Background: an optimization exercise with open tools, aiming at small area, a short achievable clock period and few clock cycles. Do not read the settings as production practice.
The RTL was checked by simulation tests, not by an equivalence proof against the original design.
No activity file was given, so power comes from the tool's default toggle rates.

## v57
// start_length_end_deframer_unit
module start_length_end_deframer_unit (
  input  logic       clk,
  input  logic       rst_n,
  input  logic       in_tvalid,
  output logic       in_tready,
  input  logic [7:0] in_tdata,    
  output logic       out_tvalid,
  input  logic       out_tready,
  output logic [7:0] out_tdata,   
  output logic       out_tlast,
  output logic [1:0] out_tuser    
);
Settings: LEC_CHECK=0, ABC_AREA=1, CAP_MARGIN=20, CORE_MARGIN=2, CORE_UTILIZATION=70, CTS_CLUSTER_DIAMETER=70, CTS_CLUSTER_SIZE=28, SETUP_SLACK_MARGIN=3.4, SLEW_MARGIN=20; clock period 5.5 ns.
run.sh (not shown) runs the stock make flow with config.mk's settings and CLKGATE_MAP_FILE= SYNTH_SCRIPT=/design/flow/synth_recipe.tcl, a recipe that flattens the netlist after the stock synthesis.
Testbench counts of v57, summed over its fixed seeds: cycles 12,679.
Input-level comparison between v50 and v57:
Settings: an added TNS_END_PERCENT of 40; a change of CORE_UTILIZATION from 70 to 55.
--- outcome ---
Clock-buffer cell count: v50 and v57 compared, higher one is v57
Reported for v50 and v57, number of enable-type register cells in the synthesized netlist turned out identical to the last digit.
Utilization | v50 below v57
Clock period minus worst slack ends up lower on v50.
Looking only at die area, and setting everything else aside, the lower value of v50 and v57 goes to v57.
Input changes introduced in v22 (baseline for comparison: v50):
Settings: TNS_END_PERCENT: 40 -> unset; SETUP_SLACK_MARGIN: 3.4 -> 3.5.
## What came out
On part of the total power dissipated in sequential elements: between v50 and v22, it ends up higher for v50.
Higher global routing usage summed across all routing layers among v50 and v22: v22
Compared v50 against v22; placed cell area within noise.
Number of cells after detailed placement: lower on v22
Compared with v50, v22 shows a power share of the clock group that is 1.0 points higher.
--- input diff v22..v20 ---
Settings: swapping 3.5 for 3.2 in SETUP_SLACK_MARGIN.
Results
As far as post-synthesis cell area goes, v22 and v20 are indistinguishable; the numbers are identical.
Comparing v20 and v22, met2 global-route usage is lower on v20.
Changes observed in v20 relative to v22: part of the total power dissipated in sequential elements +2.0 points; leakage power total -about 6%; highest attainable clock frequency -about 6%; design area -6.4%; area growth from synthesis to layout -7.6 points.
v22 -> v20: placement row count delta 0, exact match
v20 vs. v22: number of global-route vias before repair went down 234; effective utilization at floorplan essentially unchanged.
What v7 does differently from v20 at the input level:
Settings: CORE_UTILIZATION: 55 -> 70; SETUP_SLACK_MARGIN: 3.2 -> 3.6.
Setup slack came out lower on v7 than on v20.
Summary of v7 over v20: via count +23%, overall power of the completed layout saw an increase.
The higher post-route standard cell area excluding fillers came out of v7.
Looking at v7 and v20, the sequential power is a wash.
Final sum of negative setup slack came out exactly the same in v7 and v20.
The non-clock buffer count in v7 is 2.7 times that in v20.

Setup of rev 12:
The RTL this note starts from:
==> flow/design.v <==
package sled_pkg;
  localparam int BUF_BYTES = 64;    
  localparam int STORE     = 62;    
  localparam int AGE_W     = 6;     
  localparam int GRP       = 16;    
  localparam int GRP_W     = $clog2(GRP);
  localparam int NGRP      = 64 / GRP;
  localparam logic [7:0] START_MARK = 8'h50;
  localparam logic [7:0] END_MARK   = 8'h45;
  localparam logic [1:0] KIND_PAYLOAD  = 2'd0;
  localparam logic [1:0] KIND_EMPTY    = 2'd1;
  localparam logic [1:0] KIND_OVERFLOW = 2'd2;
endpackage
import sled_pkg::*;
module sled_ram #(
  parameter int DEPTH = STORE
) (
  input  logic               clk,
  input  logic [DEPTH-1:0]   en,
  input  logic [7:0]         wdata,
  output logic [DEPTH*8-1:0] bytes_o
);
  logic [7:0] sr [DEPTH];
  always_ff @(posedge clk) begin
    if (en[0]) sr[0] <= wdata;
    for (int k = 1; k < DEPTH; k++) begin
      if (en[k]) sr[k] <= sr[k-1];
    end
  end
  always_comb begin
    for (int k = 0; k < DEPTH; k++) bytes_o[k*8 +: 8] = sr[k];
  end
endmodule
import sled_pkg::*;
module sled_front (
  input  logic       clk,
  input  logic       rst_n,
  input  logic       in_tvalid,
  output logic       in_tready,
  input  logic [7:0] in_tdata,
  output logic       q_valid,
  output logic [7:0] q_data,
  output logic       q_is_end,
  input  logic       room_n
);
  logic rdy_r;
  assign in_tready = rdy_r;
  assign q_valid   = in_tvalid && rdy_r;
  assign q_data    = in_tdata;
  assign q_is_end  = (in_tdata == END_MARK);
  always_ff @(posedge clk) begin
    if (!rst_n) begin
      rdy_r <= 1'b0;
    end else begin
      rdy_r <= room_n;
    end
  end
endmodule
import sled_pkg::*;
module sled_back (
  input  logic               clk,
  input  logic               rst_n,
  input  logic               q_valid,
  input  logic [7:0]         q_data,
  input  logic               q_is_end,
  output logic [STORE-1:0]   en,
  output logic               room_n,
  input  logic [STORE*8-1:0] bytes_i,
  output logic               out_tvalid,
  input  logic               out_tready,
  output logic [7:0]         out_tdata,
  output logic               out_tlast,
  output logic [1:0]         out_tuser
);
  logic [7:0]       hgt_r;
  logic [6:0]       lgt_r;
  logic             full_r;
  logic             has_r;
  logic             gh_r [NGRP];
  logic [GRP_W-1:0] gi_r [NGRP];
  logic [STORE-1:0] tag_r;        
  logic             prev_t_r;     
  logic             prev_z_r;     
  logic             s0v_r, s1v_r;
  logic [7:0]       s0d_r, s1d_r;
  logic             s0l_r, s1l_r;
  logic [1:0]       s0k_r, s1k_r;
  logic [7:0] b [STORE];
  always_comb begin
    for (int k = 0; k < STORE; k++) b[k] = bytes_i[k*8 +: 8];
  end
  logic consume, complete, ovf;
  assign consume  = q_valid;
  assign complete = consume && q_is_end && has_r;
  assign full_r   = hgt_r[7];
  assign ovf      = consume && !complete && full_r;
  logic [STORE-1:0] in_buf;
  logic [STORE-1:0] cand;
  always_comb begin
    for (int q = 0; q < STORE; q++) begin
      in_buf[q] = ((q / 8 == 0) || hgt_r[(q / 8 + 7) % 8]) &&
                  (hgt_r[q / 8] || ((q % 8 < 7) && lgt_r[(q % 8) % 7]));
    end
    cand[0] = (q_data == 8'd0) && (b[0] == START_MARK) && in_buf[0];
    for (int q = 1; q < STORE; q++) begin
      cand[q] = (b[q-1] == 8'(q)) && (b[q] == START_MARK) && in_buf[q];
    end
  end
  logic             has_n;
  logic             gh_n [NGRP];
  logic [GRP_W-1:0] gi_n [NGRP];
  always_comb begin
    for (int g = 0; g < NGRP; g++) begin
      gh_n[g] = 1'b0;
      gi_n[g] = '0;
      for (int k = 0; k < GRP; k++) begin
        if (g * GRP + k < STORE && cand[g*GRP+k]) begin
          gh_n[g] = 1'b1;
          gi_n[g] = GRP_W'(k);
        end
      end
    end
    has_n = 1'b0;
    for (int g = 0; g < NGRP; g++) has_n = has_n || gh_n[g];
  end
  logic [AGE_W-1:0] best;
  always_comb begin
    best = '0;
    for (int g = 0; g < NGRP; g++) begin
      if (gh_r[g]) best = {(AGE_W-GRP_W)'(g), gi_r[g]};
    end
  end
  logic s_full, tap, adv;
  assign s_full = s0v_r && s1v_r;
  assign tap    = tag_r[STORE-1];
  assign adv    = !(tap && s_full);
  always_comb begin
    for (int k = 0; k < STORE; k++) en[k] = consume || (adv && !in_buf[k]);
  end
  logic       tap_empty;
  logic       res_v, res_l;
  logic [7:0] res_d;
  logic [1:0] res_k;
  assign tap_empty = !prev_t_r && prev_z_r;   
  always_comb begin
    res_v = (tap && adv) || ovf;
    if (ovf) begin
      res_d = 8'd0;
      res_l = 1'b1;
      res_k = KIND_OVERFLOW;
    end else if (tap_empty) begin
      res_d = 8'd0;
      res_l = 1'b1;
      res_k = KIND_EMPTY;
    end else begin
      res_d = b[STORE-1];
      res_l = !tag_r[STORE-2];
      res_k = KIND_PAYLOAD;
    end
  end
  logic pop;
  logic s0v_n, s1v_n;
  assign pop = s0v_r && out_tready;
  always_comb begin
    s0v_n = s0v_r;
    s1v_n = s1v_r;
    if (pop) begin
      s0v_n = s1v_r;
      s1v_n = 1'b0;
    end
    if (res_v) begin
      if (!s0v_n) s0v_n = 1'b1;
      else        s1v_n = 1'b1;
    end
    room_n = !(s0v_n && s1v_n);
  end
  always_ff @(posedge clk) begin
    if (!rst_n) begin
      hgt_r    <= '0;
      lgt_r    <= '0;
      has_r    <= 1'b0;
      tag_r    <= '0;
      s0v_r    <= 1'b0;
      s1v_r    <= 1'b0;
    end else begin
      if (consume) begin
        if (complete) begin
          hgt_r <= '0;
          lgt_r <= '0;
        end else if (!full_r) begin
          if (lgt_r[6]) begin
            lgt_r <= '0;
            hgt_r <= {hgt_r[6:0], 1'b1};
          end else begin
            lgt_r <= {lgt_r[5:0], 1'b1};
          end
        end
        has_r <= has_n && !complete;
      end
      if (en[0]) tag_r[0] <= complete && (best == '0);
      for (int k = 1; k < STORE; k++) begin
        if (en[k]) tag_r[k] <= (complete && (best >= AGE_W'(k))) || tag_r[k-1];
      end
      s0v_r <= s0v_n;
      s1v_r <= s1v_n;
    end
    if (consume) begin
      for (int g = 0; g < NGRP; g++) begin
        gh_r[g] <= gh_n[g];
        gi_r[g] <= gi_n[g];
      end
    end
    if (en[STORE-1]) begin
      prev_t_r <= tag_r[STORE-1];
      prev_z_r <= (b[STORE-1] == 8'd0);
    end
    if (pop || !s0v_r) begin
      if (s1v_r) begin
        s0d_r <= s1d_r;
        s0l_r <= s1l_r;
        s0k_r <= s1k_r;
      end else begin
        s0d_r <= res_d;
        s0l_r <= res_l;
        s0k_r <= res_k;
      end
    end
    if (res_v && s0v_r && !(pop && !s1v_r)) begin
      s1d_r <= res_d;
      s1l_r <= res_l;
      s1k_r <= res_k;
    end
  end
  assign out_tvalid = s0v_r;
  assign out_tdata  = s0d_r;
  assign out_tlast  = s0l_r;
  assign out_tuser  = s0k_r;
endmodule
import sled_pkg::*;
module start_length_end_deframer_unit (
  input  logic       clk,
  input  logic       rst_n,
  input  logic       in_tvalid,
  output logic       in_tready,
  input  logic [7:0] in_tdata,    
  output logic       out_tvalid,
  input  logic       out_tready,
  output logic [7:0] out_tdata,   
  output logic       out_tlast,
  output logic [1:0] out_tuser    
);
  logic               q_valid;
  logic [7:0]         q_data;
  logic               q_is_end;
  logic               room_n;
  logic [STORE-1:0]   en;
  logic [STORE*8-1:0] bytes;
  sled_front u_front (
    .clk       (clk),
    .rst_n     (rst_n),
    .in_tvalid (in_tvalid),
    .in_tready (in_tready),
    .in_tdata  (in_tdata),
    .q_valid   (q_valid),
    .q_data    (q_data),
    .q_is_end  (q_is_end),
    .room_n    (room_n)
  );
  sled_ram u_ram (
    .clk     (clk),
    .en      (en),
    .wdata   (q_data),
    .bytes_o (bytes)
  );
  sled_back u_back (
    .clk        (clk),
    .rst_n      (rst_n),
    .q_valid    (q_valid),
    .q_data     (q_data),
    .q_is_end   (q_is_end),
    .en         (en),
    .room_n     (room_n),
    .bytes_i    (bytes),
    .out_tvalid (out_tvalid),
    .out_tready (out_tready),
    .out_tdata  (out_tdata),
    .out_tlast  (out_tlast),
    .out_tuser  (out_tuser)
  );
endmodule
clock: 5.5 ns
lec_check: 0
abc_area: 1
cap_margin: 20
core_margin: 2
core_utilization: 55
cts_cluster_diameter: 70
cts_cluster_size: 28
setup_slack_margin: 3.4
slew_margin: 20
tns_end_percent: 10
Rev 12 closes out successfully: all stages finished, all timing, DRC and antenna checks passed.
Testbench counts of rev 12, summed over its fixed seeds: cycles 12,679.
Relative to rev 12, the following input files were edited for rev 13:
--- a/flow/config.mk
+++ b/flow/config.mk
@@ -10,7 +10,6 @@
 export CORE_MARGIN = 2
 export CORE_UTILIZATION = 55
-export CTS_CLUSTER_DIAMETER = 70
-export CTS_CLUSTER_SIZE = 28
-export SETUP_SLACK_MARGIN = 3.4
+export CTS_CLUSTER_DIAMETER = 60
+export CTS_CLUSTER_SIZE = 25
+export SETUP_SLACK_MARGIN = 3.0
 export SLEW_MARGIN = 20
-export TNS_END_PERCENT = 10
Findings:
Rev 13 vs. rev 12: number of cells in the design after placement up 9; worst hold slack across all endpoints down 0.0054 ns; wire length down 4.6%. Of rev 12 and rev 13, rev 13 shows the lower number of iterations in the first detailed-routing pass, with rev 12 above it. Summary of rev 13 over rev 12: layout-stage area growth over the synthesis result went down by 3.9 points; maximum frequency went down by 9.6%; arrival time of the worst setup path went up by 1.64 ns.

port drivers added, routing unchanged:
The flow's constraints put no driver on any port. The routed layouts listed below were extracted and timed again, unchanged, in two steps. Step 1 sets driving cells, clkbuf_16 on the clock port and buf_2 on the other inputs (assumed; they add their load-dependent delay and slew). Step 2, shift: input delay + t, output delay - t, t = (earliest + latest rising clock arrival at the registers) / 2. This alone moves slack from input paths to output paths. a / b / c = ideal / step 1 / step 2; a / b = the first two.
run	t, ns	setup slack, ns	hold slack, ns
v57	0.605	3.221 / 3.221 / 2.783	0.453 / 0.453 / 0.453
v50	0.627	3.274 / 3.218 / 2.765	0.443 / 0.443 / 0.443
v22	0.637	3.279 / 3.228 / 2.769	0.437 / 0.437 / 0.437
v20	0.629	3.137 / 3.137 / 2.683	0.438 / 0.438 / 0.438
v7	0.646	2.604 / 2.604 / 2.177	0.450 / 0.450 / 0.450
rev 12	0.629	3.269 / 3.217 / 2.792	0.447 / 0.447 / 0.447
rev 13	0.644	3.033 / 3.064 / 2.422	0.441 / 0.441 / 0.441
After both steps every run listed still meets setup and hold. The setup slack of rev 13, which loses most, moves by +0.031 ns with the drivers and by -0.611 ns with both steps.
